Context: an optimization exercise on an open-source flow, tuned for small area and a short achievable clock period. The choices shown serve that exercise and are no tape-out recipe. Only simulation tests tie the RTL to the original design; equivalence was not proved. No activity file was given, so power comes from the tool's default toggle rates.

<file path="config.mk">
export PLATFORM = sky130hd
export DESIGN_NAME = decodeStage
export DESIGN_NICKNAME = decodeStage
export VERILOG_FILES = /design/flow/design.v
export SDC_FILE = /design/flow/constraint.sdc
export NUM_CORES = 4
export LEC_CHECK = 0
export CAP_MARGIN = 5
export CORE_MARGIN = 2
export CORE_UTILIZATION = 45
export SETUP_SLACK_MARGIN = 0.3
export SLEW_MARGIN = 5
export SYNTH_HIERARCHICAL = 1
</file>
<file path="constraint.sdc">
create_clock -name core_clock -period 8.0 [get_ports {CLK}]
set_input_delay 1.6000 -clock core_clock [delete_from_list [all_inputs] [get_ports {CLK}]]
set_output_delay 1.6000 -clock core_clock [all_outputs]
set_load 0.01 [all_outputs]
</file>
<file path="design.v">
`timescale 1ns/1ns
module instrDecoder (
	input logic [31:0] instr,
	output logic link,	 
	output logic regDst,	 
	output logic aluSrc,	 
	output logic signExt,
	output logic memRead,
	output logic memWrite,
	output logic memToReg,
	output logic regWrite,
	output logic sysCall,
	output logic illegal,
	output logic [2:0] branch,
	output logic [1:0] jump,
	output logic [5:0] aluOp
);
	localparam logic [5:0] aluNop = 6'd0;
	localparam logic [5:0] aluAdd = 6'd1;
	localparam logic [5:0] aluAddu = 6'd2;
	localparam logic [5:0] aluSub = 6'd3;
	localparam logic [5:0] aluSubu = 6'd4;
	localparam logic [5:0] aluAnd = 6'd5;
	localparam logic [5:0] aluOr = 6'd6;
	localparam logic [5:0] aluXor = 6'd7;
	localparam logic [5:0] aluNor = 6'd8;
	localparam logic [5:0] aluSlt = 6'd9;
	localparam logic [5:0] aluSltu = 6'd10;
	localparam logic [5:0] aluSll = 6'd11;
	localparam logic [5:0] aluSrl = 6'd12;
	localparam logic [5:0] aluSra = 6'd13;
	localparam logic [5:0] aluSllv = 6'd14;
	localparam logic [5:0] aluSrlv = 6'd15;
	localparam logic [5:0] aluSrav = 6'd16;
	localparam logic [5:0] aluLui = 6'd17;
	localparam logic [2:0] brNone = 3'd0;
	localparam logic [2:0] brEq = 3'd1;
	localparam logic [2:0] brNe = 3'd2;
	localparam logic [2:0] brLez = 3'd3;
	localparam logic [2:0] brGtz = 3'd4;
	localparam logic [2:0] brLtz = 3'd5;
	localparam logic [2:0] brGez = 3'd6;
	localparam logic [1:0] jmpNone = 2'd0;
	localparam logic [1:0] jmpImm = 2'd1;	 
	localparam logic [1:0] jmpReg = 2'd2;	 
	localparam logic [5:0] opSpecial = 6'b000000;
	localparam logic [5:0] opRegimm = 6'b000001;
	localparam logic [5:0] opJ = 6'b000010;
	localparam logic [5:0] opJal = 6'b000011;
	localparam logic [5:0] opBeq = 6'b000100;
	localparam logic [5:0] opBne = 6'b000101;
	localparam logic [5:0] opBlez = 6'b000110;
	localparam logic [5:0] opBgtz = 6'b000111;
	localparam logic [5:0] opAddi = 6'b001000;
	localparam logic [5:0] opAddiu = 6'b001001;
	localparam logic [5:0] opSlti = 6'b001010;
	localparam logic [5:0] opSltiu = 6'b001011;
	localparam logic [5:0] opAndi = 6'b001100;
	localparam logic [5:0] opOri = 6'b001101;
	localparam logic [5:0] opXori = 6'b001110;
	localparam logic [5:0] opLui = 6'b001111;
	localparam logic [5:0] opLb = 6'b100000;
	localparam logic [5:0] opLh = 6'b100001;
	localparam logic [5:0] opLw = 6'b100011;
	localparam logic [5:0] opLbu = 6'b100100;
	localparam logic [5:0] opLhu = 6'b100101;
	localparam logic [5:0] opSb = 6'b101000;
	localparam logic [5:0] opSh = 6'b101001;
	localparam logic [5:0] opSw = 6'b101011;
	localparam logic [5:0] fnSll = 6'b000000;
	localparam logic [5:0] fnSrl = 6'b000010;
	localparam logic [5:0] fnSra = 6'b000011;
	localparam logic [5:0] fnSllv = 6'b000100;
	localparam logic [5:0] fnSrlv = 6'b000110;
	localparam logic [5:0] fnSrav = 6'b000111;
	localparam logic [5:0] fnJr = 6'b001000;
	localparam logic [5:0] fnJalr = 6'b001001;
	localparam logic [5:0] fnSyscall = 6'b001100;
	localparam logic [5:0] fnAdd = 6'b100000;
	localparam logic [5:0] fnAddu = 6'b100001;
	localparam logic [5:0] fnSub = 6'b100010;
	localparam logic [5:0] fnSubu = 6'b100011;
	localparam logic [5:0] fnAnd = 6'b100100;
	localparam logic [5:0] fnOr = 6'b100101;
	localparam logic [5:0] fnXor = 6'b100110;
	localparam logic [5:0] fnNor = 6'b100111;
	localparam logic [5:0] fnSlt = 6'b101010;
	localparam logic [5:0] fnSltu = 6'b101011;
	localparam logic [4:0] rtBltz = 5'b00000;
	localparam logic [4:0] rtBgez = 5'b00001;
	logic [5:0] opcode;
	logic [5:0] fn;
	logic [4:0] rtField;
	assign opcode = instr[31:26];
	assign fn = instr[5:0];
	assign rtField = instr[20:16];
	always_comb begin
		link = 1'b0;
		regDst = 1'b0;
		aluSrc = 1'b0;
		signExt = 1'b0;
		memRead = 1'b0;
		memWrite = 1'b0;
		memToReg = 1'b0;
		regWrite = 1'b0;
		sysCall = 1'b0;
		illegal = 1'b0;
		branch = brNone;
		jump = jmpNone;
		aluOp = aluNop;
		case (opcode)
			opSpecial: begin
				case (fn)
					fnSll: begin regDst = 1'b1; regWrite = 1'b1; aluOp = aluSll; end
					fnSrl: begin regDst = 1'b1; regWrite = 1'b1; aluOp = aluSrl; end
					fnSra: begin regDst = 1'b1; regWrite = 1'b1; aluOp = aluSra; end
					fnSllv: begin regDst = 1'b1; regWrite = 1'b1; aluOp = aluSllv; end
					fnSrlv: begin regDst = 1'b1; regWrite = 1'b1; aluOp = aluSrlv; end
					fnSrav: begin regDst = 1'b1; regWrite = 1'b1; aluOp = aluSrav; end
					fnAdd: begin regDst = 1'b1; regWrite = 1'b1; aluOp = aluAdd; end
					fnAddu: begin regDst = 1'b1; regWrite = 1'b1; aluOp = aluAddu; end
					fnSub: begin regDst = 1'b1; regWrite = 1'b1; aluOp = aluSub; end
					fnSubu: begin regDst = 1'b1; regWrite = 1'b1; aluOp = aluSubu; end
					fnAnd: begin regDst = 1'b1; regWrite = 1'b1; aluOp = aluAnd; end
					fnOr: begin regDst = 1'b1; regWrite = 1'b1; aluOp = aluOr; end
					fnXor: begin regDst = 1'b1; regWrite = 1'b1; aluOp = aluXor; end
					fnNor: begin regDst = 1'b1; regWrite = 1'b1; aluOp = aluNor; end
					fnSlt: begin regDst = 1'b1; regWrite = 1'b1; aluOp = aluSlt; end
					fnSltu: begin regDst = 1'b1; regWrite = 1'b1; aluOp = aluSltu; end
					fnJr: begin jump = jmpReg; end
					fnJalr: begin jump = jmpReg; link = 1'b1; regWrite = 1'b1; aluOp = aluAdd; end
					fnSyscall: begin
						sysCall = 1'b1;
						aluOp = aluAdd;	 
					end
					default: illegal = 1'b1;
				endcase
			end
			opRegimm: begin
				case (rtField)
					rtBltz: branch = brLtz;
					rtBgez: branch = brGez;
					default: illegal = 1'b1;
				endcase
			end
			opJ: begin jump = jmpImm; end
			opJal: begin jump = jmpImm; link = 1'b1; regWrite = 1'b1; aluOp = aluAdd; end
			opBeq: branch = brEq;
			opBne: branch = brNe;
			opBlez: branch = brLez;
			opBgtz: branch = brGtz;
			opAddi: begin aluSrc = 1'b1; regWrite = 1'b1; signExt = 1'b1; aluOp = aluAdd; end
			opAddiu: begin aluSrc = 1'b1; regWrite = 1'b1; signExt = 1'b1; aluOp = aluAddu; end
			opSlti: begin aluSrc = 1'b1; regWrite = 1'b1; signExt = 1'b1; aluOp = aluSlt; end
			opSltiu: begin aluSrc = 1'b1; regWrite = 1'b1; signExt = 1'b1; aluOp = aluSltu; end
			opAndi: begin aluSrc = 1'b1; regWrite = 1'b1; aluOp = aluAnd; end
			opOri: begin aluSrc = 1'b1; regWrite = 1'b1; aluOp = aluOr; end
			opXori: begin aluSrc = 1'b1; regWrite = 1'b1; aluOp = aluXor; end
			opLui: begin aluSrc = 1'b1; regWrite = 1'b1; aluOp = aluLui; end
			opLb, opLh, opLw, opLbu, opLhu: begin
				aluSrc = 1'b1; signExt = 1'b1; aluOp = aluAdd;
				memRead = 1'b1; memToReg = 1'b1; regWrite = 1'b1;
			end
			opSb, opSh, opSw: begin
				aluSrc = 1'b1; signExt = 1'b1; aluOp = aluAdd;
				memWrite = 1'b1;
			end
			default: illegal = 1'b1;
		endcase
	end
endmodule
`timescale 1ns/1ns
module registerFile (
	input logic CLK,
	input logic [4:0] rsAddr,
	input logic [4:0] rtAddr,
	output logic [31:0] rsData,
	output logic [31:0] rtData,
	output logic [31:0] r2Value,	 
	input logic wbEnable,
	input logic [4:0] wbAddr,
	input logic [31:0] wbData
);
	logic [31:0] regs [1:31];
	logic [31:1] rsSel;
	logic [31:1] rtSel;
	logic [32*31-1:0] regsFlat;
	genvar i;
	generate
		for (i = 1; i < 32; i = i + 1) begin : g_reg
			always_ff @(posedge CLK) begin
				if (wbEnable && (wbAddr == i)) begin
					regs[i] <= wbData;
				end
			end
			assign rsSel[i] = (rsAddr == i);
			assign rtSel[i] = (rtAddr == i);
			assign regsFlat[(i-1)*32 +: 32] = regs[i];
		end
	endgenerate
	readPort u_rs (.sel(rsSel), .regsFlat(regsFlat), .data(rsData));
	readPort u_rt (.sel(rtSel), .regsFlat(regsFlat), .data(rtData));
	assign r2Value = regs[2];	 
endmodule
module readPort (
	input logic [31:1] sel,
	input logic [32*31-1:0] regsFlat,
	output logic [31:0] data
);
	always_comb begin
		data = 32'd0;
		for (int k = 1; k < 32; k = k + 1)
			data = data | (regsFlat[(k-1)*32 +: 32] & {32{sel[k]}});
	end
endmodule
`timescale 1ns/1ns
module branchResolver (
	input logic [2:0] branch,
	input logic [1:0] jump,
	input logic [31:0] instr,
	input logic [31:0] pc,	 
	input logic [31:0] rsData,
	input logic [31:0] rtData,
	output logic takenBranch,
	output logic [31:0] nextPc
);
	localparam logic [2:0] brEq = 3'd1;
	localparam logic [2:0] brNe = 3'd2;
	localparam logic [2:0] brLez = 3'd3;
	localparam logic [2:0] brGtz = 3'd4;
	localparam logic [2:0] brLtz = 3'd5;
	localparam logic [2:0] brGez = 3'd6;
	localparam logic [1:0] jmpNone = 2'd0;
	localparam logic [1:0] jmpImm = 2'd1;
	localparam logic [1:0] jmpReg = 2'd2;
	logic signed [31:0] rsSigned;
	logic condMet;
	logic [31:0] branchOffset;
	logic [31:0] branchTarget;
	logic [31:0] jumpTarget;
	assign rsSigned = rsData;
	assign branchOffset = {{14{instr[15]}}, instr[15:0], 2'b00};	 
	assign branchTarget = pc + branchOffset;
	assign jumpTarget = {pc[31:28], instr[25:0], 2'b00};	 
	always_comb begin
		case (branch)
			brEq: condMet = (rsData == rtData);
			brNe: condMet = (rsData != rtData);
			brLez: condMet = (rsSigned <= 0);
			brGtz: condMet = (rsSigned > 0);
			brLtz: condMet = (rsSigned < 0);
			brGez: condMet = (rsSigned >= 0);
			default: condMet = 1'b0;
		endcase
	end
	assign takenBranch = condMet || (jump != jmpNone);
	always_comb begin
		case (jump)
			jmpImm: nextPc = jumpTarget;
			jmpReg: nextPc = rsData;
			default: nextPc = condMet ? branchTarget : pc;	 
		endcase
	end
endmodule
`timescale 1ns/1ns
module decodeStage (
	input logic CLK,
	input logic RESET,
	input logic FREEZE,
	input logic BUBBLE,
	input logic [31:0] instr,
	input logic [31:0] pc,
	input logic [31:0] r2Input,
	input logic wbEnable,
	input logic [4:0] wbAddr,
	input logic [31:0] wbData,
	output logic [31:0] exOpA,
	output logic [31:0] exOpB,
	output logic [31:0] exRtData,
	output logic [4:0] exWriteReg,
	output logic [4:0] exRsAddr,
	output logic [4:0] exRtAddr,
	output logic [4:0] exShamt,
	output logic [31:0] exImm,
	output logic [5:0] exAluOp,
	output logic exAluSrc,
	output logic exMemRead,
	output logic exMemWrite,
	output logic exMemToReg,
	output logic exDoWriteback,
	output logic exTakenBranch,
	output logic sysCall,
	output logic illegalInstr,
	output logic [31:0] nextPc,
	output logic takenBranch,
	output logic [31:0] r2Value
);
	localparam logic [2:0] brLez = 3'd3;
	localparam logic [2:0] brGtz = 3'd4;
	localparam logic [2:0] brLtz = 3'd5;
	localparam logic [2:0] brGez = 3'd6;
	localparam logic [1:0] jmpNone = 2'd0;
	localparam logic [1:0] jmpImm = 2'd1;
	localparam logic [4:0] linkReg = 5'd31;	 
	localparam logic [31:0] linkOffset = 32'd4;
	logic cLink;
	logic cRegDst;
	logic cAluSrc;
	logic cSignExt;
	logic cMemRead;
	logic cMemWrite;
	logic cMemToReg;
	logic cRegWrite;
	logic cSysCall;
	logic cIllegal;
	logic [2:0] cBranch;
	logic [1:0] cJump;
	logic [5:0] cAluOp;
	logic exLink;
	logic exImmHi;
	logic [31:0] nOpA;
	logic [4:0] nWriteReg;
	logic [4:0] nRsAddr;
	logic [4:0] nRtAddr;
	logic [31:0] nImm;
	logic [4:0] rsField;
	logic [4:0] rtField;
	logic [4:0] rdField;
	logic [31:0] rsData;
	logic [31:0] rtData;
	logic rsUnused;
	logic rtUnused;
	assign rsField = instr[25:21];
	assign rtField = instr[20:16];
	assign rdField = instr[15:11];
	instrDecoder u0 (
		.instr(instr),
		.link(cLink),
		.regDst(cRegDst),
		.aluSrc(cAluSrc),
		.signExt(cSignExt),
		.memRead(cMemRead),
		.memWrite(cMemWrite),
		.memToReg(cMemToReg),
		.regWrite(cRegWrite),
		.sysCall(cSysCall),
		.illegal(cIllegal),
		.branch(cBranch),
		.jump(cJump),
		.aluOp(cAluOp)
	);
	registerFile u1 (
		.CLK(CLK),
		.rsAddr(rsField),
		.rtAddr(rtField),
		.rsData(rsData),
		.rtData(rtData),
		.r2Value(r2Value),
		.wbEnable(wbEnable),
		.wbAddr(wbAddr),
		.wbData(wbData)
	);
	branchResolver u2 (
		.branch(cBranch),
		.jump(cJump),
		.instr(instr),
		.pc(pc),
		.rsData(rsData),
		.rtData(rtData),
		.takenBranch(takenBranch),
		.nextPc(nextPc)
	);
	assign rsUnused = cLink || cSysCall || cIllegal || (cJump == jmpImm);
	assign rtUnused = cAluSrc || cLink || cSysCall || cIllegal
		|| (cJump != jmpNone) || (cBranch == brLez) || (cBranch == brGtz)
		|| (cBranch == brLtz) || (cBranch == brGez);
	always_comb begin
		nOpA = cLink ? pc : (cSysCall ? r2Input : rsData);
		if (cRegDst)
			nWriteReg = rdField;
		else if (cLink)
			nWriteReg = linkReg;
		else if (cSysCall || cIllegal)
			nWriteReg = 5'd0;
		else
			nWriteReg = rtField;
		nRsAddr = rsUnused ? 5'd0 : rsField;
		nRtAddr = rtUnused ? 5'd0 : rtField;
		nImm = cSignExt ? {{16{instr[15]}}, instr[15:0]} : {16'd0, instr[15:0]};
	end
	assign exAluOp[5] = 1'b0;
	assign exMemToReg = exMemRead;
	assign exShamt = exImm[10:6];
	assign exImm[31:16] = {16{exImmHi}};
	assign exOpB = exLink ? linkOffset : (sysCall ? 32'd0 : exRtData);
	always_ff @(posedge CLK or negedge RESET) begin
		if (!RESET) begin
			exOpA <= 32'd0;
			exLink <= 1'b0;
			exRtData <= 32'd0;
			exWriteReg <= 5'd0;
			exRsAddr <= 5'd0;
			exRtAddr <= 5'd0;
			exImm[15:0] <= 16'd0;
			exImmHi <= 1'b0;
			exAluOp[4:0] <= 5'd0;
			exAluSrc <= 1'b0;
			exMemRead <= 1'b0;
			exMemWrite <= 1'b0;
			exDoWriteback <= 1'b0;
			exTakenBranch <= 1'b0;
			sysCall <= 1'b0;
			illegalInstr <= 1'b0;
		end else if (BUBBLE) begin
			exOpA <= 32'd0;
			exLink <= 1'b0;
			exRtData <= 32'd0;
			exWriteReg <= 5'd0;
			exRsAddr <= 5'd0;
			exRtAddr <= 5'd0;
			exImm[15:0] <= 16'd0;
			exImmHi <= 1'b0;
			exAluOp[4:0] <= 5'd0;
			exAluSrc <= 1'b0;
			exMemRead <= 1'b0;
			exMemWrite <= 1'b0;
			exDoWriteback <= 1'b0;
			exTakenBranch <= 1'b0;
			sysCall <= 1'b0;
			illegalInstr <= 1'b0;
		end else if (!FREEZE) begin
			exOpA <= nOpA;
			exLink <= cLink;
			exRtData <= rtData;	 
			exWriteReg <= nWriteReg;
			exRsAddr <= nRsAddr;
			exRtAddr <= nRtAddr;
			exImm[15:0] <= nImm[15:0];
			exImmHi <= nImm[31];
			exAluOp[4:0] <= cAluOp[4:0];
			exAluSrc <= cAluSrc;
			exMemRead <= cMemRead;
			exMemWrite <= cMemWrite;
			exDoWriteback <= cRegWrite || cMemToReg;
			exTakenBranch <= takenBranch;
			sysCall <= cSysCall;
			illegalInstr <= cIllegal;
		end
	end
endmodule
</file>
<file path="flow/run.sh">
#!/bin/bash
# Standard layout with two changes to how it is built:
#  - ports are buffered with buf_1 cells (repair upsizes them where timing needs it)
#    instead of the delay-cell buffer buffer_ports picks by default
#  - clock tree from clkbuf_8 cells, without dummy loads
set -euo pipefail
CTS="-sink_clustering_enable -repair_clock_nets -dont_use_dummy_load"
CTS="$CTS -buf_list {sky130_fd_sc_hd__clkbuf_8}"
bash standard.sh \
	"BUFFER_PORTS_ARGS=-buffer_cell sky130_fd_sc_hd__buf_1" \
	"CTS_ARGS=$CTS" \
	finish > standard.log 2>&1
</file>
<file path="standard.sh">
#!/bin/bash
# synth_recipe.tcl (not shown) runs the flow's synth.tcl, then flattens the netlist and writes it again
# the make line also repeats each setting of config.mk as NAME=value (left out here)
make -C /OpenROAD-flow-scripts/flow DESIGN_CONFIG=/design/flow/config.mk WORK_HOME=/design/flow/orfs CLKGATE_MAP_FILE= SYNTH_SCRIPT=/design/flow/synth_recipe.tcl "${@:-finish}"
</file>
==> results of run 1 <==
## state kept, by name (all words and copies together), names as in the netlist, 5 cells and up
name,count
exWriteReg,5
exOpA,32
u1.regs,992
exRtAddr,5
exRsAddr,5
exImm,16
exRtData,32
exAluOp,5
## critical path, stage by stage
cell	delay, ns
clkbuf_2	0.11
buf_6	0.13
or2_4	0.25
buf_12	0.15
nor2_4	0.65
buf_4	0.35
a22oi_1	0.14
nand3_1	0.12
or4_1	0.36
xnor2_1	0.17
nand4_1	0.26
nor4_4	0.33
buf_4	0.17
a311o_1	0.19
nand3_4	0.14
buf_12	0.19
or4_1	0.47
a31oi_1	0.22
buf_2	0.17
## worst max path at each step
stage | from | end
3_3_place_gp | instr[16] | nextPc[31]
2_1_floorplan | instr[24] | nextPc[12]
4_1_cts | instr[17] | nextPc[31]
5_1_grt | instr[21] | nextPc[31]
3_5_place_dp | instr[16] | nextPc[31]
6_report | instr[20] | nextPc[31]
## layer usage
| layer | up-vias | GRT usage [%] |
|---|---|---|
| li1 | 16513 | - |
| met1 | 20474 | 44.7 |
| met2 | 3460 | 54.1 |
| met3 | 780 | 9.38 |
| met4 | 0 | 21.0 |
| met5 | - | 0 |
## cell usage in the layout, fill, tap and decap left out, types with 27 or more instances in the layout
cell type / n
dfrtp_1: 109
a221oi_2: 59
buf_1: 349
nor2_4: 92
a22o_1: 70
or4_4: 43
nand4_1: 146
buf_4: 352
clkbuf_8: 179
nor2_1: 102
nand3_1: 140
nand2_1: 73
mux2_2: 32
buf_12: 37
a21oi_1: 69
inv_1: 27
edfxtp_1: 992
a222oi_1: 64
o21ai_0: 48
a22oi_1: 774
and2_1: 34
mux2i_1: 112
ha_1: 38
## per-stage QoR
stage	setup TNS, ns	util, %
global route	0	53.3
detailed placement	-10.72	50.2
global placement	-8.87	50.2
floorplan	0	-
finish	0	53.3
CTS	0	52.7
## final cells by class
type / count / area [sq um] / share of cell area [%]
inverters: 32 / 120 / 0.201
well taps: 1500 / 1880 / 3.14
repair buffers: 773 / 5080 / 8.50
diodes: 5 / 12.5 / 0.0209
multi-input cells: 2247 / 17700 / 29.6
clock buffers: 179 / 2460 / 4.12
flip-flops and latches: 1101 / 32500 / 54.4
## what timing repair did
item / CTS / global route
resized for setup: 59 / 100
pin swaps: 14 / 52
endpoints found under the setup margin: 31 / 31
buffers inserted: 5 / 32
gates cloned: 0 / 3
## report_power, final
part / switching (mW) / total (mW) / leakage [nW] / internal, mW
clock: 2.02 / 3.98 / 1.29 / 1.96
sequential: 0.0673 / 6.45 / 10.4 / 6.38
combinational: 0.979 / 1.52 / 8.29 / 0.540
==> metrics.md, run 1 <==
| Metric | Value |
|---|---|
| GP Congestion | `0.979` |
| Met3 wire length | `26.2 mm` |
| Reg2Reg Depth | `17` |
| Max-cap violation count | `0` |
| Setup slack after placement | `-0.463 ns` |
| Worst skew pair latency | `0.86 ns` |
| Hold Path Class | `flip-flop to flip-flop` |
| WHS | `0.473 ns` |
| Num CTS Buffers | `179` |
| Grt ovf | `0` |
| Fmax | `0.129 GHz` |
| Die Y | `340 um` |
| Cell Area, Synth | `0.0507 sq mm` |
| Via count | `41227` |
| Max-slew headroom | `15.9%` |
| Vias/cell | `7.06` |
| Crit path time final | `7.77 ns` |
| Row count | `123` |
| Drt first pass iters | `14` |
| Clock Pin Slew Worst Setup and Hold Paths | `0.05 ns` |
| Worst r2r dst | `exTakenBranch` |
| Least-Margin Pin Slew | `1.26 ns` |
| H-tree depth | `4` |
| Largest net degree at the start of global routing | `59` |
| Avg Synthesized Cell Area | `13.7 sq um` |
| P_leak | `20.0 nW` |
| Gr usage total | `35.1%` |
| Core area | `0.112 sq mm` |
| DRT met1 WL | `75.2 mm` |
| Routed length on met2 | `93.2 mm` |
| Fin area | `0.0597 sq mm` |
| Placed cells | `5613` |
| Worst-case clock buffer depth | `3` |
| Yosys warns | `12` |
| Maximum vdd ir drop | `0.153 mV` |
| Worst Path Arrival | `6.17 ns` |
| Share of layout cells above drive strength 1 | `20.8%` |
| Count of final hold-check violations | `0` |
| Input/output buffers | `363` |
| Critical path capture point type | `primary output` |
| Hold_buf cts | `0` |
| Post-Route WL | `209 mm` |
| Clock root buffer | `clkbuf_8` |
| Cell count after synthesis | `3702` |
| Post-DRT Antenna Nets | `0` |
| Unrepaired setup endpoints after global routing | `false` |
| Synthesis-to-layout area growth | `17.9%` |
| DRT iter0 DRCs | `6962` |
| Fillers | `9383` |
| First-pass GRT wire length | `288 mm` |
| CTS tree | `yes` |
| Power per cell area | `200 mW/mm^2` |
| Final WS setup | `0.227 ns` |
| Flop-to-flop setup slack | `3.52 ns` |
| Non-Filler Instances | `5837` |
| CP required | `6.40 ns` |
| Top Layer Used | `met4` |
| DRC viols | `0` |
| Cell area after placement | `0.0562 sq mm` |
| Initial antenna violation count | `6` |
| CP max FO | `13` |
| DP HPWL | `142 mm` |
| Starting Density | `45.2%` |
| Die area | `0.115 sq mm` |
| Min-Delay Endpoint | `exOpA[19]` |
| Fin. max-slew vios | `0` |
| Layout Skew | `0.0852 ns` |
| Setup CP Type | `input port to primary output` |
| Hold Path Origin | `exOpA[19]` |
| Final setup viols | `0` |
| I/O pin count | `365` |
| Worst setup SP type | `input port` |
| Status | `complete, no violations` |
| Vias in the first global route | `38605` |
| R2r startpoint | `u1.regs[2][6]` |
| Die width | `340 um` |
| Hold Crit Depth | `2` |
| Final #Nets | `4511` |
| DR WL/cell | `35.9 um` |
| Final Total Pwr | `11.9 mW` |
| Syn_nets | `3879` |
| Period utilisation layout | `97.2%` |
| Clock sink total | `1101` |
==> run 2, diff against run 1 <==
--- a/design.v
+++ b/design.v
@@ -174,8 +174,8 @@
 	input logic CLK,
 	input logic [4:0] rsAddr,
 	input logic [4:0] rtAddr,
-	output logic [31:0] rsData,
-	output logic [31:0] rtData,
+	output logic [31:0] rsDataN,	 
+	output logic [31:0] rtDataN,
 	output logic [31:0] r2Value,	 
 	input logic wbEnable,
 	input logic [4:0] wbAddr,
@@ -190,7 +190,7 @@
 		for (i = 1; i < 32; i = i + 1) begin : g_reg
 			always_ff @(posedge CLK) begin
 				if (wbEnable && (wbAddr == i)) begin
-					regs[i] <= wbData;
+					regs[i] <= ~wbData;
 				end
 			end
 			assign rsSel[i] = (rsAddr == i);
@@ -198,20 +198,22 @@
 			assign regsFlat[(i-1)*32 +: 32] = regs[i];
 		end
 	endgenerate
-	readPort u_rs (.sel(rsSel), .regsFlat(regsFlat), .data(rsData));
-	readPort u_rt (.sel(rtSel), .regsFlat(regsFlat), .data(rtData));
-	assign r2Value = regs[2];	 
+	readPort u_rs (.selN(~rsSel), .regsFlatN(regsFlat), .dataN(rsDataN));
+	readPort u_rt (.selN(~rtSel), .regsFlatN(regsFlat), .dataN(rtDataN));
+	assign r2Value = ~regs[2];	 
 endmodule
 module readPort (
-	input logic [31:1] sel,
-	input logic [32*31-1:0] regsFlat,
-	output logic [31:0] data
+	input logic [31:1] selN,
+	input logic [32*31-1:0] regsFlatN,
+	output logic [31:0] dataN
 );
+	logic [31:0] data;
 	always_comb begin
 		data = 32'd0;
 		for (int k = 1; k < 32; k = k + 1)
-			data = data | (regsFlat[(k-1)*32 +: 32] & {32{sel[k]}});
+			data = data | (~regsFlatN[(k-1)*32 +: 32] & {32{~selN[k]}});
 	end
+	assign dataN = ~data;
 endmodule
 `timescale 1ns/1ns
 module branchResolver (
@@ -219,8 +221,8 @@
 	input logic [1:0] jump,
 	input logic [31:0] instr,
 	input logic [31:0] pc,	 
-	input logic [31:0] rsData,
-	input logic [31:0] rtData,
+	input logic [31:0] rsDataN,	 
+	input logic [31:0] rtDataN,
 	output logic takenBranch,
 	output logic [31:0] nextPc
 );
@@ -233,34 +235,62 @@
 	localparam logic [1:0] jmpNone = 2'd0;
 	localparam logic [1:0] jmpImm = 2'd1;
 	localparam logic [1:0] jmpReg = 2'd2;
-	logic signed [31:0] rsSigned;
 	logic condMet;
 	logic [31:0] branchOffset;
 	logic [31:0] branchTarget;
 	logic [31:0] jumpTarget;
-	assign rsSigned = rsData;
+	logic [31:0] basePc;
+	logic rsEqRt;
+	logic rsZero;
+	logic rsNeg;
+	logic condOther;
+	logic condIfEq;
+	logic condIfNe;
 	assign branchOffset = {{14{instr[15]}}, instr[15:0], 2'b00};	 
 	assign branchTarget = pc + branchOffset;
 	assign jumpTarget = {pc[31:28], instr[25:0], 2'b00};	 
-	always_comb begin
-		case (branch)
-			brEq: condMet = (rsData == rtData);
-			brNe: condMet = (rsData != rtData);
-			brLez: condMet = (rsSigned <= 0);
-			brGtz: condMet = (rsSigned > 0);
-			brLtz: condMet = (rsSigned < 0);
-			brGez: condMet = (rsSigned >= 0);
-			default: condMet = 1'b0;
-		endcase
-	end
+	wordEqual u_eq (.aN(rsDataN), .bN(rtDataN), .eq(rsEqRt));
+	assign rsZero = &rsDataN;
+	assign rsNeg = ~rsDataN[31];
+	assign condOther = ((branch == brLez) && (rsNeg || rsZero))
+		|| ((branch == brGtz) && !rsNeg && !rsZero)
+		|| ((branch == brLtz) && rsNeg)
+		|| ((branch == brGez) && !rsNeg);
+	assign condIfEq = (branch == brEq) || condOther;
+	assign condIfNe = (branch == brNe) || condOther;
+	bitSelect u_cond (.sel(rsEqRt), .a(condIfEq), .b(condIfNe), .y(condMet));
 	assign takenBranch = condMet || (jump != jmpNone);
 	always_comb begin
 		case (jump)
-			jmpImm: nextPc = jumpTarget;
-			jmpReg: nextPc = rsData;
-			default: nextPc = condMet ? branchTarget : pc;	 
+			jmpImm: basePc = jumpTarget;
+			jmpReg: basePc = ~rsDataN;
+			default: basePc = pc;	 
 		endcase
 	end
+	wordSelect u_pc (.sel(condMet), .a(branchTarget), .b(basePc), .y(nextPc));
+endmodule
+module wordEqual (
+	input logic [31:0] aN,
+	input logic [31:0] bN,
+	output logic eq
+);
+	assign eq = (aN == bN);
+endmodule
+module bitSelect (
+	input logic sel,
+	input logic a,
+	input logic b,
+	output logic y
+);
+	assign y = sel ? a : b;
+endmodule
+module wordSelect (
+	input logic sel,
+	input logic [31:0] a,
+	input logic [31:0] b,
+	output logic [31:0] y
+);
+	assign y = sel ? a : b;
 endmodule
 `timescale 1ns/1ns
 module decodeStage (
@@ -328,6 +358,8 @@
 	logic [4:0] rdField;
 	logic [31:0] rsData;
 	logic [31:0] rtData;
+	logic [31:0] rsDataN;
+	logic [31:0] rtDataN;
 	logic rsUnused;
 	logic rtUnused;
 	assign rsField = instr[25:21];
@@ -353,8 +385,8 @@
 		.CLK(CLK),
 		.rsAddr(rsField),
 		.rtAddr(rtField),
-		.rsData(rsData),
-		.rtData(rtData),
+		.rsDataN(rsDataN),
+		.rtDataN(rtDataN),
 		.r2Value(r2Value),
 		.wbEnable(wbEnable),
 		.wbAddr(wbAddr),
@@ -365,11 +397,13 @@
 		.jump(cJump),
 		.instr(instr),
 		.pc(pc),
-		.rsData(rsData),
-		.rtData(rtData),
+		.rsDataN(rsDataN),
+		.rtDataN(rtDataN),
 		.takenBranch(takenBranch),
 		.nextPc(nextPc)
 	);
+	assign rsData = ~rsDataN;
+	assign rtData = ~rtDataN;
 	assign rsUnused = cLink || cSysCall || cIllegal || (cJump == jmpImm);
 	assign rtUnused = cAluSrc || cLink || cSysCall || cIllegal
 		|| (cJump != jmpNone) || (cBranch == brLez) || (cBranch == brGtz)
==> flow/run.sh (replaced) <==
#!/bin/bash
# Standard layout with two changes to how it is built:
#  - ports are buffered with buf_1 cells (repair upsizes them where timing needs it)
#    instead of the delay-cell buffer buffer_ports picks by default
#  - clock tree with larger leaf clusters and no dummy loads
set -euo pipefail
CTS="-sink_clustering_enable -repair_clock_nets -dont_use_dummy_load"
CTS="$CTS -buf_list {sky130_fd_sc_hd__clkbuf_16} -sink_clustering_size 20 -sink_clustering_max_diameter 90"
bash standard.sh \
	"BUFFER_PORTS_ARGS=-buffer_cell sky130_fd_sc_hd__buf_1" \
	"CTS_ARGS=$CTS" \
	finish > standard.log 2>&1
--- a/config.mk
+++ b/config.mk
@@ -5,9 +5,9 @@
 export SDC_FILE = /design/flow/constraint.sdc
 export NUM_CORES = 4
 export LEC_CHECK = 0
-export CAP_MARGIN = 5
+export CAP_MARGIN = 20
 export CORE_MARGIN = 2
 export CORE_UTILIZATION = 45
 export SETUP_SLACK_MARGIN = 0.3
-export SLEW_MARGIN = 5
+export SLEW_MARGIN = 20
 export SYNTH_HIERARCHICAL = 1
==> run 2 against run 1 <==
Still clean on timing, DRC and antenna. Core utilization decreased by 2.5 points. Sequential cell count is the same. Synthesized area decreased by 0.99%. Largest power group unchanged.
==> metrics.md, run 2 <==
| Metric | Value |
|---|---|
| Max stage delay cell, worst path | `nor4_1` |
| Psw | `2.84 mW (-7.4%)` |
| Cell count after synthesis | `4176 (+13%)` |
| Cell area after placement | `0.0544 sq mm (-3.2%)` |
| Seq pwr share | `57.9% (+3.9 points)` |
| Least-Margin Pin Slew | `1.17 ns (-0.0937 ns)` |
| Die width | `338 um (-0.49%)` |
| Clock sink total | `1101 (unchanged)` |
| Worst skew pair latency | `0.67 ns (-0.19 ns)` |
| Sw Share | `25.6% (-0.12 points)` |
| GR Util met3 | `8.27% (-1.1 points)` |
| Final #Nets | `4702 (+4.2%)` |
| Die area | `0.114 sq mm (-0.98%)` |
| Syn_nets | `4353 (+12%)` |
| Setup CP Type | `input port to primary output` |
| P_leak | `18.9 nW (-5.2%)` |
| CP Cell Sequence | `buf_1 > nor3b_1 > nand2_1 > buf_12 > o22ai_1 > nor2_1 > nand4_1 > nor2_1 > xor2_1 > nor4_1 > nand4_1 > nor2_1 > mux2_4 > buf_12 > mux2_4 > buf_1` |
| Unrepaired setup endpoints after global routing | `false` |
| Cell Area, Synth | `0.0502 sq mm (-0.99%)` |
| Fin. max-slew vios | `0 (unchanged)` |
| Critical path capture point type | `primary output` |
| Status | `complete, no violations` |
| Max-slew headroom | `22.0% (+6.1 points)` |
| Vias in the first global route | `38380 (-0.58%)` |
| Worst setup SP type | `input port` |
| Yosys warns | `12 (unchanged)` |
| CP required | `6.40 ns (about the same)` |
| Final Total Pwr | `11.1 mW (-7.0%)` |
| I/O pin count | `365 (unchanged)` |
| Count of final hold-check violations | `0 (unchanged)` |
| Num CTS Buffers | `67 (-63%)` |
| Core Util, Final | `50.8% (-2.5 points)` |
| Max stage delay on crit path | `0.60 ns (-0.05 ns)` |
| Gr usage total | `34.0% (-1.2 points)` |
| WHS | `0.495 ns (+0.0220 ns)` |
| Post-Route WL | `200 mm (-4.6%)` |
| Synthesis-to-layout area growth | `12.1%` |
| Leading cell type in the layout, fill and taps excluded | `edfxtp_1` |
| DRC viols | `0 (unchanged)` |
| Period utilisation layout | `98.0% (+0.79 points)` |
| Power per cell area | `198 mW/mm^2 (-1.2%)` |
| DR WL/cell | `33.2 um (-7.6%)` |
| Drt first pass iters | `8 (-6)` |
| Clk network pwr share | `30.2% (-3.1 points)` |
| DP HPWL | `124 mm (-13%)` |
| Setup slack after placement | `-0.116 ns (+0.347 ns)` |
| Met2 usage | `53.0% (-1.1 points)` |
| Largest regs | `u1.regs x992, exOpA x32, exRtData x32` |
| Grt ovf | `0 (unchanged)` |
| Row count | `122 (-0.81%)` |
| Avg Synthesized Cell Area | `12.0 sq um (-12%)` |
| Grt met1 use | `44.0% (-0.67 points)` |
| Largest net degree at the start of global routing | `77 (+31%)` |
| CP max FO | `31 (+18)` |
| Internal cell power | `8.27 mW (-6.9%)` |
| GRT Max-Usage Layer | `met2` |
| Share of layout cells above drive strength 1 | `8.80% (-12 points)` |
| TNS Setup | `0 ns (unchanged)` |
| Most frequent cells in the layout | `edfxtp_1 (992), o22ai_1 (965), nor2_1 (684), buf_1 (354), buf_4 (156)` |
| Die Y | `338 um (-0.49%)` |
| DRT iter0 DRCs | `6248 (-10%)` |
| Fmax | `0.128 GHz (-0.80%)` |
| Crit path time final | `7.84 ns (+0.0630 ns)` |
| H-tree depth | `3 (-1)` |
| Critical path's most frequent cell | `nor2_1` |
| CP bufs+invs | `4 (-3)` |
| Input/output buffers | `363 (unchanged)` |
| Worst Path Arrival | `6.24 ns (+0.07 ns)` |
| Via count | `41076 (-0.37%)` |
| Post-CTS Repair Setup Buffers | `0 (-5)` |
| CTS tree | `yes` |
| Max-cap violation count | `0 (unchanged)` |
| Maximum vdd ir drop | `0.135 mV (-12%)` |
| Logic pwr share | `12.0% (-0.7 points)` |
| Vias/cell | `6.82 (-3.4%)` |
| Layout Skew | `0.0500 ns (-0.0352 ns)` |
| Final setup viols | `0 (unchanged)` |
| Max reg flops | `992 (unchanged)` |
| Placed cells | `5942 (+5.9%)` |
| Clock Pin Slew Worst Setup and Hold Paths | `0.07 ns (+0.02 ns)` |
| Reg with most FFs | `u1.regs` |
| Final WS setup | `0.164 ns (-0.0630 ns)` |
| Worst-case clock buffer depth | `3 (unchanged)` |
| Post-DRT Antenna Nets | `0 (unchanged)` |
| Initial antenna violation count | `8 (+2)` |
| Starting Density | `45.3% (+0.11 points)` |
| GP Congestion | `0.973 (-0.63%)` |
| First-pass GRT wire length | `275 mm (-4.5%)` |
| Hold Path Class | `flip-flop to flip-flop` |
| Crit path max-delay family | `simple AND/OR/NAND/NOR gates` |
| Fin area | `0.0562 sq mm (-5.9%)` |
| Clock root buffer | `clkbuf_16` |
| Non-Filler Instances | `6022 (+3.2%)` |
| Core area | `0.111 sq mm (-1.2%)` |
run 2: what timing repair did:
item | CTS | global route
gates resized for setup | 12 | 19
pin swaps | 0 | 2
endpoints found under the setup margin | 33 | 33
hold buffers | 0 | 0
run 2: final cells by class:
class                           count  area [sq um]
Fill cell                        9670         54400
Sequential cell                  1101         32500
Timing Repair Buffer              576          3710
Tap cell                         1488          1860
Clock buffer                       67          1680
Inverter                          119           447
Antenna cell                       11          27.5
Multi-Input combinational cell   2660         16000
run 2: power groups by stage:
stage	clock [mW]	combinational [mW]	sequential, mW
after global placement	0	1.26	6.55
after CTS	3.36	1.28	6.42
final	3.35	1.33	6.43
after global routing	3.55	1.39	6.44
after floorplan	0	0.642	6.55
after detailed placement	0	1.27	6.55
run 2: layer usage:
layer	vias to the layer above	part of all wire, %
met4	2	5.9
li1	16965	-
met2	3349	44
met3	655	14
met5	-	0.0065
met1	20105	36
run 2: path summary, 6_finish.rpt:
check                                    start            end  slack [ns]  depth (start not counted)
worst min register to register       exOpA[11]      exOpA[11]        0.49                          1
worst max-delay path                 instr[20]      nextPc[4]        0.16                         16
max in group asynchronous                RESET      exOpA[27]        5.60                          2
min in group asynchronous                RESET       exOpA[5]        1.06                          1
worst max register to register  u1.regs[2][22]  exTakenBranch        4.10                         14
worst min-delay path                 exOpA[11]      exOpA[11]        0.49                          1
==> run 3, diff against run 2 <==
==> flow/run.sh (replaced) <==
#!/bin/bash
set -euo pipefail
CTS="-sink_clustering_enable -repair_clock_nets -dont_use_dummy_load"
CTS="$CTS -buf_list {sky130_fd_sc_hd__clkbuf_16} -sink_clustering_size 20 -sink_clustering_max_diameter 90"
ARGS=("BUFFER_PORTS_ARGS=-buffer_cell sky130_fd_sc_hd__buf_1" "CTS_ARGS=$CTS")
bash standard.sh "${ARGS[@]}" synth floorplan place > standard_place.log 2>&1
bash standard.sh "${ARGS[@]}" SETUP_SLACK_MARGIN=1.0 cts > standard_cts.log 2>&1
bash standard.sh "${ARGS[@]}" finish > standard.log 2>&1
==> run 3 against run 2 <==
Worst setup slack improved by 0.58 ns. Largest cell class unchanged. Global-route usage up 1.3 points. Still clean on timing, DRC and antenna. Highest routed layer unchanged. Non-clock buffer count increased by 36. Sequential cell count unchanged. Sequential power is essentially flat. First-iteration DRC count grew 3.4%. Total power rose by 0.63%.
==> metrics.md, run 3 <==
| Metric | Value |
|---|---|
| Flop-to-flop setup slack | `4.42 ns (+0.32 ns)` |
| Gr usage total | `35.3% (+1.3 points)` |
| Core area | `0.111 sq mm (unchanged)` |
| Final setup viols | `0 (unchanged)` |
| Max-slew headroom | `21.9% (-0.051 points)` |
| Cell Area, Synth | `0.0502 sq mm (unchanged)` |
| Drt first pass iters | `6 (-2)` |
| Hold Path Origin | `exOpA[11]` |
| Max stage delay cell, worst path | `nand4_1` |
| Most frequent cells in the layout | `edfxtp_1 (992), o22ai_1 (965), nor2_1 (663), buf_1 (350), buf_4 (165)` |
| Setup CP Type | `input port to primary output` |
| Hold_buf cts | `0 (unchanged)` |
| Logic pwr share | `12.5% (+0.5 points)` |
| CP required | `6.40 ns (about the same)` |
| Vias/cell | `6.84 (+0.21%)` |
| Largest net degree at the start of global routing | `77 (unchanged)` |
| Avg Synthesized Cell Area | `12.0 sq um (unchanged)` |
| Min-Delay Endpoint | `exOpA[11]` |
| Starting Density | `45.3% (unchanged)` |
| Post-DRT Antenna Nets | `0 (unchanged)` |
| Hold Path Class | `flip-flop to flip-flop` |
| R2r startpoint | `u1.regs[2][22]` |
| Maximum vdd ir drop | `0.136 mV (+0.41%)` |
| Leading cell type in the layout, fill and taps excluded | `edfxtp_1` |
| DRT iter0 DRCs | `6461 (+3.4%)` |
| DP HPWL | `124 mm (unchanged)` |
| H-tree depth | `3 (unchanged)` |
| TNS Setup | `0 ns (unchanged)` |
| Least-Margin Pin Slew | `1.17 ns (+0.000759 ns)` |
| Fin. max-slew vios | `0 (unchanged)` |
| Hold Crit Depth | `1 (unchanged)` |
| GP Congestion | `0.973 (unchanged)` |
| Crit path launch | `instr[18]` |
| Sw Share | `25.7% (+0.19 points)` |
| Syn_nets | `4353 (unchanged)` |
| Largest regs | `u1.regs x992, exOpA x32, exRtData x32` |
| Final Total Pwr | `11.2 mW (+0.63%)` |
| Initial antenna violation count | `9 (+1)` |
| Die area | `0.114 sq mm (unchanged)` |
| Fmax | `0.138 GHz (+8.0%)` |
| Final #Nets | `4738 (+0.77%)` |
| Cell count after synthesis | `4176 (unchanged)` |
| Num CTS Buffers | `67 (unchanged)` |
| P_leak | `19.6 nW (+3.5%)` |
| Via count | `41394 (+0.77%)` |
| Die Y | `338 um (unchanged)` |
| CP Cell Sequence | `buf_2 > nor2b_1 > buf_4 > nand2_2 > buf_12 > o22ai_1 > nor2_1 > nand4_1 > nor2_2 > xor2_1 > nor4_1 > nand4_1 > nor2_2 > mux2_4 > buf_12 > mux2_4 > buf_1` |
| Core Util, Final | `51.8% (+0.99 points)` |
| Max-cap violation count | `0 (unchanged)` |
| Worst-case clock buffer depth | `3 (unchanged)` |
| First-pass GRT wire length | `284 mm (+3.2%)` |
| Worst skew pair latency | `0.66 ns (about the same)` |
| Max reg flops | `992 (unchanged)` |
| Vias in the first global route | `38913 (+1.4%)` |
| Worst Path Arrival | `5.66 ns (-0.58 ns)` |
| Reg2Reg Depth | `14 (unchanged)` |
| Internal cell power | `8.30 mW (+0.37%)` |
| Period utilisation layout | `90.7% (-7.2 points)` |
| Max stage delay on crit path | `0.45 ns (-0.15 ns)` |
| DRC viols | `0 (unchanged)` |
| Status | `complete, no violations` |
| Critical path capture point type | `primary output` |
| DR WL/cell | `34.2 um (+3.2%)` |
| Clk network pwr share | `30.0% (-0.2 points)` |
| Synthesis-to-layout area growth | `14.3%` |
| Clock root buffer | `clkbuf_16` |
| Clock sink total | `1101 (unchanged)` |
| Grt ovf | `0 (unchanged)` |
| Count of final hold-check violations | `0 (unchanged)` |
| Input/output buffers | `363 (unchanged)` |
| Share of layout cells above drive strength 1 | `11.1% (+2.3 points)` |
| Die width | `338 um (unchanged)` |
| Psw | `2.88 mW (+1.4%)` |
| Unrepaired setup endpoints after global routing | `false` |
| CTS tree | `yes` |
| Seq pwr share | `57.5% (-0.4 points)` |
| CP max FO | `19 (-39%)` |
| Row count | `122 (unchanged)` |
| Setup slack after placement | `-0.116 ns (unchanged)` |
| Clock Pin Slew Worst Setup and Hold Paths | `0.07 ns (about the same)` |
| Final WS setup | `0.742 ns (+0.579 ns)` |
| Layout Skew | `0.0489 ns (-0.00111 ns)` |
| Power per cell area | `195 mW/mm^2 (-1.3%)` |
| Reg with most FFs | `u1.regs` |
| Worst r2r dst | `exTakenBranch` |
| I/O pin count | `365 (unchanged)` |
| Worst setup SP type | `input port` |
| Post-Route WL | `207 mm (+3.8%)` |
| Yosys warns | `12 (unchanged)` |
| Crit path time final | `7.26 ns (-0.579 ns)` |
run 3: repair_timing:
| action | in CTS | in global routing |
|---|---|---|
| gates resized for setup | 144 | 0 |
| hold endpoints to repair | 0 | 0 |
| setup buffers | 23 | 0 |
| endpoints found under the setup margin | 33 | 0 |
run 3: worst max-delay path: cells and delay by family:
kind | cells | cell delay [ns]
AO/OA/AOI/OAI | 1 | 0.11
multiplexers | 2 | 0.68
XOR/XNOR | 1 | 0.20
buffers and inverters | 5 | 0.90
AND/OR/NAND/NOR | 8 | 2.11
run 3: power by group through the flow:
stage          clock network, mW  logic (mW)  registers (mW)
2_1_floorplan                  0       0.642            6.55
3_3_place_gp                   0        1.26            6.55
5_1_grt                     3.55        1.45            6.44
3_5_place_dp                   0        1.27            6.55
4_1_cts                     3.36        1.34            6.42
6_report                    3.36        1.39            6.43
run 3: per-layer routing:
metal	global-route usage [%]	part of all wire (%)	routed length (um)
met1	44.8	35	72900
met2	53.9	44	90100
met3	9.31	14	29000
met4	22.6	7.3	15200
met5	0	0.015	32
run 3: through the flow:
step,instance area (sq um),std cells,hold slack (ns)
after global placement,54300,5940,0.475
after detailed placement,54400,5942,0.482
after CTS,57200,6044,0.497
after floorplan,50200,4176,0.515
final,57300,6056,0.494
after global routing,57300,6052,0.508
run 3: how the worst max path moves through the flow:
stage / slack (ns) / depth (start not counted) / end
global route: 0.65 / 17 / nextPc[6]
CTS: 0.99 / 20 / nextPc[31]
global placement: -0.1 / 18 / nextPc[31]
finish: 0.74 / 17 / nextPc[4]
detailed placement: -0.12 / 18 / nextPc[31]
floorplan: 1.97 / 17 / nextPc[0]
run 3: layout make-up:
cell class                      instances  area [sq um]
Inverter                              119           447
Timing Repair Buffer                  612          4470
Sequential cell                      1101         32500
Clock buffer                           67          1680
Fill cell                            9553         53300
Tap cell                             1488          1860
Multi-Input combinational cell       2660         16300
Antenna cell                            9          22.5
==> run 4, diff against run 3 <==
--- a/config.mk
+++ b/config.mk
@@ -7,7 +7,7 @@
 export LEC_CHECK = 0
 export CAP_MARGIN = 20
 export CORE_MARGIN = 2
-export CORE_UTILIZATION = 45
+export CORE_UTILIZATION = 55
 export SETUP_SLACK_MARGIN = 0.3
 export SLEW_MARGIN = 20
 export SYNTH_HIERARCHICAL = 1
==> run 4 against run 3 <==
First-iteration DRC count is 4.1% higher. Sequential share of layout area is 0.39 points lower. Via count is 1.9% higher. Core utilization is 12 points higher. Non-clock buffer count is 38 higher.
==> metrics.md, run 4 <==
| Metric | Value |
|---|---|
| Status | `complete, no violations` |
| Critical path capture point type | `primary output` |
| Layout Skew | `0.0871 ns (+0.0382 ns)` |
| Most frequent cells in the layout | `edfxtp_1 (992), o22ai_1 (964), nor2_1 (650), buf_1 (350), buf_4 (185)` |
| Grt met1 use | `56.5% (+12 points)` |
| Cell count after synthesis | `4176 (unchanged)` |
| Max-slew headroom | `25.1% (+3.2 points)` |
| Maximum vdd ir drop | `0.215 mV (+58%)` |
| Hold Path Origin | `exOpA[13]` |
| Post-DRT Antenna Nets | `0 (unchanged)` |
| Crit path launch | `instr[17]` |
| Core area | `0.0901 sq mm (-19%)` |
| Via count | `42178 (+1.9%)` |
| Clock Pin Slew Worst Setup and Hold Paths | `0.06 ns (about the same)` |
| Final WS setup | `0.673 ns (-0.0691 ns)` |
| Final #Nets | `4775 (+0.78%)` |
| Unrepaired setup endpoints after global routing | `false` |
| Syn_nets | `4353 (unchanged)` |
| Hold Path Class | `flip-flop to flip-flop` |
| Row count | `110 (-9.8%)` |
| Fmax | `0.136 GHz (-0.94%)` |
| Clock root buffer | `clkbuf_16` |
| Die Y | `306 um (-9.4%)` |
| Vias in the first global route | `38918 (+0.013%)` |
| Setup slack after placement | `0.0118 ns (+0.128 ns)` |
| Worst setup SP type | `input port` |
| DRC viols | `0 (unchanged)` |
| Starting Density | `55.6% (+10 points)` |
| Hold_buf cts | `0 (unchanged)` |
| R2r startpoint | `u1.regs[2][20]` |
| Worst Path Arrival | `5.73 ns (+0.07 ns)` |
| Count of final hold-check violations | `0 (unchanged)` |
| Period utilisation layout | `91.6% (+0.86 points)` |
| Leading cell type in the layout, fill and taps excluded | `edfxtp_1` |
| Largest regs | `u1.regs x992, exOpA x32, exRtData x32` |
| P_leak | `20.1 nW (+2.5%)` |
| CP required | `6.40 ns (about the same)` |
| Synthesis-to-layout area growth | `15.1%` |
| Worst skew pair latency | `0.66 ns (about the same)` |
| Die area | `0.0936 sq mm (-18%)` |
| Least-Margin Pin Slew | `1.12 ns (-0.0462 ns)` |
| Worst-case clock buffer depth | `3 (unchanged)` |
| Initial antenna violation count | `20 (+11)` |
| Largest net degree at the start of global routing | `78 (+1.3%)` |
| I/O pin count | `365 (unchanged)` |
| DP HPWL | `128 mm (+2.9%)` |
| DR WL/cell | `36.6 um (+7.1%)` |
| Post-Route WL | `212 mm (+2.3%)` |
| Setup CP Type | `input port to primary output` |
| Max reg flops | `992 (unchanged)` |
| Clock sink total | `1101 (unchanged)` |
| CTS tree | `yes` |
| GR Util met3 | `12.9% (+3.6 points)` |
| DRT iter0 DRCs | `6726 (+4.1%)` |
| Met2 usage | `66.3% (+12 points)` |
| Max-cap violation count | `0 (unchanged)` |
| Power per cell area | `194 mW/mm^2 (-0.70%)` |
| Share of layout cells above drive strength 1 | `12.5% (+1.4 points)` |
| GP Congestion | `1.03 (+6.0%)` |
| WHS | `0.494 ns (+0.000269 ns)` |
| GRT Max-Usage Layer | `met2` |
| Yosys warns | `12 (unchanged)` |
| Die width | `306 um (-9.4%)` |
| Drt first pass iters | `6 (unchanged)` |
| H-tree depth | `3 (unchanged)` |
| Num CTS Buffers | `66 (-1.5%)` |
| CP max FO | `17 (-2)` |
| Vias/cell | `7.29 (+6.7%)` |
| Cell Area, Synth | `0.0502 sq mm (unchanged)` |
| Avg Synthesized Cell Area | `12.0 sq um (unchanged)` |
| Fin. max-slew vios | `0 (unchanged)` |
| Crit path time final | `7.33 ns (+0.0691 ns)` |
| Final setup viols | `0 (unchanged)` |
| Input/output buffers | `363 (unchanged)` |
| TNS Setup | `0 ns (unchanged)` |
| First-pass GRT wire length | `290 mm (+2.3%)` |
| Gr usage total | `44.2% (+8.9 points)` |
| Reg with most FFs | `u1.regs` |
| Grt ovf | `0 (unchanged)` |
run 4: final timing paths:
path	endpoint	cells past startpoint	slack, ns
min reg2reg	exOpA[13]	1	0.49
min in group asynchronous	exImm[14]	1	1.06
max in group asynchronous	exOpA[27]	2	5.54
max reg2reg	exTakenBranch	15	4.34
min	exOpA[13]	1	0.49
max	nextPc[4]	18	0.67
run 4: stage by stage:
| step | area (sq um) | power (mW) | utilization [%] | std cells |
|---|---|---|---|---|
| 5_1_grt | 57700 | 11.4 | 64.0 | 5775 |
| 6_report | 57700 | 11.2 | 64.0 | 5785 |
| 2_1_floorplan | 50200 | 7.19 | - | 4176 |
| 3_3_place_gp | 53800 | 7.81 | 59.7 | 5625 |
| 4_1_cts | 57600 | 11.1 | 63.9 | 5767 |
| 3_5_place_dp | 53900 | 7.81 | 59.7 | 5625 |
run 4: critical path, cell delays in order:
cell and delay [ns]:
buf_1 0.13, buf_6 0.20, nor3b_1 0.08, buf_4 0.16, nand2_2 0.22, buf_4 0.32
o22ai_1 0.11, nor4_1 0.31, nand3_1 0.12, nor2_1 0.29, xor2_1 0.29, nor4_1 0.32
nand4_1 0.23, nor2_2 0.27, mux2_4 0.41, buf_12 0.19, mux2_4 0.31, buf_1 0.13
run 4: final cells by class:
type | count | area (sq um)
Fill cell | 6924 | 32400
Clock buffer | 66 | 1650
Inverter | 119 | 447
Multi-Input combinational cell | 2660 | 16600
Antenna cell | 13 | 32.5
Tap cell | 1176 | 1470
Timing Repair Buffer | 650 | 5050
Sequential cell | 1101 | 32500
run 4: power by group:
group / internal [mW] / switching, mW
clock network: 1.47 / 1.85
logic: 0.453 / 0.964
registers: 6.36 / 0.0726
total: 8.29 / 2.89
run 4: what timing repair did:
item	4_1_cts	5_1_grt
endpoints found under the setup margin	33	0
setup buffers	49	0
resized for setup	218	0
run 4: routing by layer:
metal | vias to the layer above | wire length [um]
met5 | - | 211
met1 | 20520 | 73800
met4 | 22 | 16600
li1 | 17131 | -
met3 | 855 | 29600
met2 | 3650 | 91700
==> run 5, diff against run 4 <==
==> flow/run.sh (replaced) <==
#!/bin/bash
set -euo pipefail
CTS="-sink_clustering_enable -repair_clock_nets -dont_use_dummy_load"
CTS="$CTS -buf_list {sky130_fd_sc_hd__clkbuf_16} -sink_clustering_size 20 -sink_clustering_max_diameter 90"
ARGS=("BUFFER_PORTS_ARGS=-buffer_cell sky130_fd_sc_hd__buf_1" "CTS_ARGS=$CTS")
bash standard.sh "${ARGS[@]}" synth floorplan place > standard_place.log 2>&1
bash standard.sh "${ARGS[@]}" SETUP_SLACK_MARGIN=1.5 cts > standard_cts.log 2>&1
bash standard.sh "${ARGS[@]}" finish > standard.log 2>&1
--- a/config.mk
+++ b/config.mk
@@ -7,7 +7,7 @@
 export LEC_CHECK = 0
 export CAP_MARGIN = 20
 export CORE_MARGIN = 2
-export CORE_UTILIZATION = 55
+export CORE_UTILIZATION = 45
 export SETUP_SLACK_MARGIN = 0.3
 export SLEW_MARGIN = 20
 export SYNTH_HIERARCHICAL = 1
==> run 5 against run 4 <==
Maximum frequency fell by 0.48%. Register-to-register slack improved by 0.05 ns. Global-route usage fell by 8.6 points. Cell count rose by 5.0%. Clock skew fell by 0.038 ns. Wire length fell by 1.4%. Worst setup slack got worse by 0.035 ns. Die area rose by 22%. Largest power group unchanged. Non-clock buffer count fell by 21. Still clean on timing, DRC and antenna. Sequential share of layout area rose by 0.062 points. Cell area fell by 0.11%. Core utilization fell by 12 points. Critical path type unchanged. Largest cell class unchanged.
==> metrics.md, run 5 <==
| Metric | Value |
|---|---|
| Crit path time final | `7.36 ns (+0.0352 ns)` |
| Final setup viols | `0 (unchanged)` |
| Share of layout cells above drive strength 1 | `11.6% (-0.91 points)` |
| Max reg flops | `992 (unchanged)` |
| Drt first pass iters | `6 (unchanged)` |
| Cell count after synthesis | `4176 (unchanged)` |
| TNS Setup | `0 ns (unchanged)` |
| Clock Pin Slew Worst Setup and Hold Paths | `0.07 ns (about the same)` |
| Unrepaired setup endpoints after global routing | `false` |
| Post-DRT Antenna Nets | `0 (unchanged)` |
| Worst-case clock buffer depth | `3 (unchanged)` |
| Avg Synthesized Cell Area | `12.0 sq um (unchanged)` |
| Input/output buffers | `363 (unchanged)` |
| DR WL/cell | `34.4 um (-6.1%)` |
| Hold Path Class | `flip-flop to flip-flop` |
| Syn_nets | `4353 (unchanged)` |
| Worst skew pair latency | `0.67 ns (about the same)` |
| CTS tree | `yes` |
| Period utilisation layout | `92.0% (+0.44 points)` |
| Largest regs | `u1.regs x992, exOpA x32, exRtData x32` |
| Cell area after placement | `0.0544 sq mm (+0.98%)` |
| Initial antenna violation count | `10 (-50%)` |
| Synthesis-to-layout area growth | `15.0%` |
| Reg with most FFs | `u1.regs` |
| Power per cell area | `194 mW/mm^2 (+0.19%)` |
| Grt ovf | `0 (unchanged)` |
| CP max FO | `19 (+2)` |
| First-pass GRT wire length | `286 mm (-1.6%)` |
| Leading cell type in the layout, fill and taps excluded | `edfxtp_1` |
| Status | `complete, no violations` |
| Final #Nets | `4755 (-0.42%)` |
| Yosys warns | `12 (unchanged)` |
| Critical path capture point type | `primary output` |
| Max-cap violation count | `0 (unchanged)` |
| P_leak | `19.8 nW (-1.7%)` |
| Maximum vdd ir drop | `0.136 mV (-37%)` |
| I/O pin count | `365 (unchanged)` |
| Clock sink total | `1101 (unchanged)` |
| Gr usage total | `35.6% (-8.6 points)` |
| Largest net degree at the start of global routing | `77 (-1.3%)` |
| DRC viols | `0 (unchanged)` |
| Max-slew headroom | `21.9% (-3.2 points)` |
| H-tree depth | `3 (unchanged)` |
| Max stage delay cell, worst path | `nand4_1` |
| Die width | `338 um (+10%)` |
| Vias in the first global route | `39030 (+0.29%)` |
| Layout Skew | `0.0491 ns (-0.0380 ns)` |
| Core Util, Final | `52.1% (-12 points)` |
| Least-Margin Pin Slew | `1.17 ns (+0.0469 ns)` |
| Flop-to-flop setup slack | `4.39 ns (+0.05 ns)` |
| Setup CP Type | `input port to primary output` |
| CP Cell Sequence | `buf_2 > nor2b_1 > buf_4 > nand2_2 > buf_12 > o22ai_1 > nor2_1 > nand4_1 > nor2_2 > xor2_1 > nor4_1 > nand4_1 > nor2_2 > mux2_4 > buf_12 > mux2_4 > buf_1` |
| Fin area | `0.0577 sq mm (-0.11%)` |
| DP HPWL | `124 mm (-2.8%)` |
| Placed cells | `5942 (+5.6%)` |
| Most frequent cells in the layout | `edfxtp_1 (992), o22ai_1 (965), nor2_1 (658), buf_1 (350), buf_4 (173)` |
| Vias/cell | `6.88 (-5.6%)` |
| Non-Filler Instances | `6075 (+5.0%)` |
| Fmax | `0.136 GHz (-0.48%)` |
| Row count | `122 (+11%)` |
| GP Congestion | `0.973 (-5.6%)` |
| CP required | `6.40 ns (about the same)` |
| Die area | `0.114 sq mm (+22%)` |
| Core area | `0.111 sq mm (+23%)` |
| Max stage delay on crit path | `0.49 ns (+0.08 ns)` |
| Via count | `41821 (-0.85%)` |
| Num CTS Buffers | `67 (+1.5%)` |
| Die Y | `338 um (+10%)` |
| Fin. max-slew vios | `0 (unchanged)` |
| Clock root buffer | `clkbuf_16` |
| DRT iter0 DRCs | `6718 (-0.12%)` |
| Starting Density | `45.3% (-10 points)` |
| Worst Path Arrival | `5.76 ns (+0.03 ns)` |
| Post-Route WL | `209 mm (-1.4%)` |
| Worst setup SP type | `input port` |
| Count of final hold-check violations | `0 (unchanged)` |
| Cell Area, Synth | `0.0502 sq mm (unchanged)` |
==> run 5: worst paths after layout <==
path / from / end / cells after the start
worst max-delay path: instr[18] / nextPc[6] / 17
worst min-delay path: exOpA[12] / exOpA[12] / 1
worst max register to register: u1.regs[2][3] / exTakenBranch / 14
worst min register to register: exOpA[12] / exOpA[12] / 1
max in group asynchronous: RESET / exRsAddr[2] / 2
min in group asynchronous: RESET / exMemWrite / 1
==> run 5: power by group <==
part	switching (mW)	leakage, nW	internal (mW)
logic	0.959	8.53	0.447
registers	0.0621	10.4	6.36
clock network	1.86	0.826	1.49
==> run 5: critical path, delay by kind of cell <==
| family | cells | cell delay [ns] |
|---|---|---|
| compound gates | 1 | 0.11 |
| xor+xnor | 1 | 0.20 |
| buf+inv | 5 | 0.90 |
| mux | 2 | 0.67 |
| simple gates | 8 | 2.21 |
==> run 5: layout make-up <==
cell class                      count  area [sq um]
Antenna cell                       11          27.5
Clock buffer                       67          1680
Fill cell                        9535         53000
Inverter                          119           447
Multi-Input combinational cell   2660         16400
Sequential cell                  1101         32500
Tap cell                         1488          1860
Timing Repair Buffer              629          4730
==> run 5: timing repair <==
action | CTS | global route
hold buffers | 0 | 0
hold endpoints to repair | 0 | 0
setup endpoints to repair | 33 | 0
setup buffers | 37 | 0
resized for setup | 167 | 0
==> run 5: layer usage <==
layer / up-vias / wire [um] / track usage, %
met4: 4 / 14700 / 21.8
met1: 20366 / 73700 / 45.4
li1: 17081 / - / -
met5: - / 22 / 0
met3: 721 / 29100 / 9.29
met2: 3649 / 91600 / 54.5
==> run 5: per-stage QoR <==
stage | power [mW] | setup WS, ns | hold WS, ns
2_1_floorplan | 7.19 | 1.97 | 0.515
3_3_place_gp | 7.81 | -0.0956 | 0.475
3_5_place_dp | 7.82 | -0.116 | 0.482
4_1_cts | 11.1 | 1.02 | 0.497
5_1_grt | 11.4 | 0.656 | 0.508
6_report | 11.2 | 0.638 | 0.494
==> run 6, diff against run 5 <==
==> flow/run.sh (replaced) <==
#!/bin/bash
set -euo pipefail
CTS="-sink_clustering_enable -repair_clock_nets -dont_use_dummy_load"
CTS="$CTS -buf_list {sky130_fd_sc_hd__clkbuf_16} -sink_clustering_size 25 -sink_clustering_max_diameter 105"
ARGS=("BUFFER_PORTS_ARGS=-buffer_cell sky130_fd_sc_hd__buf_1" "CTS_ARGS=$CTS")
bash standard.sh "${ARGS[@]}" synth floorplan place > standard_place.log 2>&1
bash standard.sh "${ARGS[@]}" SETUP_SLACK_MARGIN=1.0 cts > standard_cts.log 2>&1
bash standard.sh "${ARGS[@]}" finish > standard.log 2>&1
==> run 6 against run 5 <==
Wire length decreased by 0.99%. Sequential share of layout area rose by 0.63 points. Global-route usage decreased by 0.35 points. First-iteration DRC count is 5.8% lower. Worst setup slack gained 0.063 ns. Non-clock buffer count shrank 9.
==> metrics.md, run 6 <==
| Metric | Value |
|---|---|
| Status | `complete, no violations` |
| Largest net degree at the start of global routing | `77 (unchanged)` |
| Gr usage total | `35.3% (-0.35 points)` |
| Post-Route WL | `207 mm (-0.99%)` |
| Hold_buf cts | `0 (unchanged)` |
| P_leak | `19.5 nW (-1.3%)` |
| Avg Synthesized Cell Area | `12.0 sq um (unchanged)` |
| Final #Nets | `4729 (-0.55%)` |
| Unrepaired setup endpoints after global routing | `false` |
| H-tree depth | `2 (-1)` |
| Setup CP Type | `input port to primary output` |
| Grt ovf | `0 (unchanged)` |
| Critical path capture point type | `primary output` |
| Least-Margin Pin Slew | `1.15 ns (-0.0156 ns)` |
| Cell Area, Synth | `0.0502 sq mm (unchanged)` |
| Period utilisation layout | `91.2% (-0.78 points)` |
| Yosys warns | `12 (unchanged)` |
| Leading cell type in the layout, fill and taps excluded | `edfxtp_1` |
| Max-cap violation count | `0 (unchanged)` |
| Clock root buffer | `clkbuf_16` |
| Clock sink total | `1101 (unchanged)` |
| Hold Path Origin | `exOpA[11]` |
| Cell count after synthesis | `4176 (unchanged)` |
| Most frequent cells in the layout | `edfxtp_1 (992), o22ai_1 (965), nor2_1 (667), buf_1 (350), buf_4 (170)` |
| Worst-case clock buffer depth | `3 (unchanged)` |
| Initial antenna violation count | `8 (-2)` |
| R2r startpoint | `u1.regs[2][22]` |
| Flop-to-flop setup slack | `4.38 ns (about the same)` |
| Cell area after placement | `0.0544 sq mm (unchanged)` |
| Reg area | `0.0325 sq mm (unchanged)` |
| Worst Path Arrival | `5.70 ns (-0.06 ns)` |
| Vias in the first global route | `38691 (-0.87%)` |
| Fin area | `0.0570 sq mm (-1.1%)` |
| DR WL/cell | `34.2 um (-0.58%)` |
| First-pass GRT wire length | `284 mm (-0.78%)` |
| Row count | `122 (unchanged)` |
| CP max FO | `19 (unchanged)` |
| Max-slew headroom | `22.9% (+1.0 points)` |
| Largest regs | `u1.regs x992, exOpA x32, exRtData x32` |
| Core area | `0.111 sq mm (unchanged)` |
| Maximum vdd ir drop | `0.159 mV (+17%)` |
| Drt first pass iters | `6 (unchanged)` |
| Worst setup SP type | `input port` |
| Syn_nets | `4353 (unchanged)` |
| Crit path time final | `7.30 ns (-0.0625 ns)` |
| CTS tree | `yes` |
| Fmax | `0.137 GHz (+0.86%)` |
| Vias/cell | `6.85 (-0.54%)` |
| Power per cell area | `188 mW/mm^2 (-2.9%)` |
-- run 6: cell count changes in the layout (fill, tap and decap cells not counted), sizes merged --
cell / delta
buf: -10
bufbuf: +1
clkbuf: -17
clkinv: -1
diode: +1
inv: +1
-- run 6: what timing repair did --
item                                    CTS  global route
endpoints found under the setup margin   33             0
gates resized for setup                 146             0
buffers inserted                         29             0
-- run 6: final cells by class --
class / instances / share of cell area, %
Timing Repair Buffer: 620 / 8.03
Tap cell: 1488 / 3.26
Antenna cell: 12 / 0.0527
Clock buffer: 50 / 2.19
Multi-Input combinational cell: 2660 / 28.7
Inverter: 119 / 0.783
Sequential cell: 1101 / 57.0
-- run 6: worst paths after layout --
check                           endpoint  depth (start not counted)
max in group asynchronous    exRsAddr[2]                          2
setup reg to reg           exTakenBranch                         14
hold reg to reg                exOpA[11]                          1
setup / recovery              nextPc[12]                         19
min in group asynchronous       exImm[7]                          1
hold / removal                 exOpA[11]                          1
-- run 6: through the flow --
step	setup slack, ns	cells	TNS, ns	utilization (%)	total power, mW
2_1_floorplan	1.97	4176	0	-	7.19
3_3_place_gp	-0.0956	5940	-1.62	49.1	7.81
3_5_place_dp	-0.116	5942	-2.43	49.1	7.82
4_1_cts	0.998	6035	0	51.4	10.7
5_1_grt	0.655	6040	0	51.5	11.0
6_report	0.700	6050	0	51.5	10.7
-- run 6: metal layers --
layer / vias to the layer above / wire length (um) / track usage [%]
met5: - / 0 / 0
met4: 0 / 14700 / 22.1
met3: 680 / 28600 / 8.94
met2: 3398 / 90200 / 53.7
met1: 20332 / 73500 / 45.2
li1: 17015 / - / -
-- run 6: where the power goes --
part           total (mW)  switching (mW)  internal [mW]
clock network        2.92            1.80           1.12
registers            6.43          0.0616           6.36
logic                1.39           0.952          0.440
-- run 6: critical path: stages --
cell and delay [ns]:
buf_2 0.20, buf_4 0.20, and3_2 0.28, nand2_4 0.19
buf_12 0.19, buf_8 0.21, o22ai_1 0.09, nor2_1 0.13
nand4_1 0.38, nor2_1 0.23, buf_4 0.14, xor2_1 0.20
nor4_1 0.25, nand4_1 0.15, nor2_2 0.23, mux2_4 0.37
buf_12 0.18, mux2_4 0.30, buf_1 0.14

Setup slack of run 6, layout unchanged: 0.700 ns with ideal ports, 0.630 ns with driving cells assumed (clock clkbuf_16, inputs buf_2), 0.630 ns with port delays also shifted by the 0.762 ns mid clock arrival.
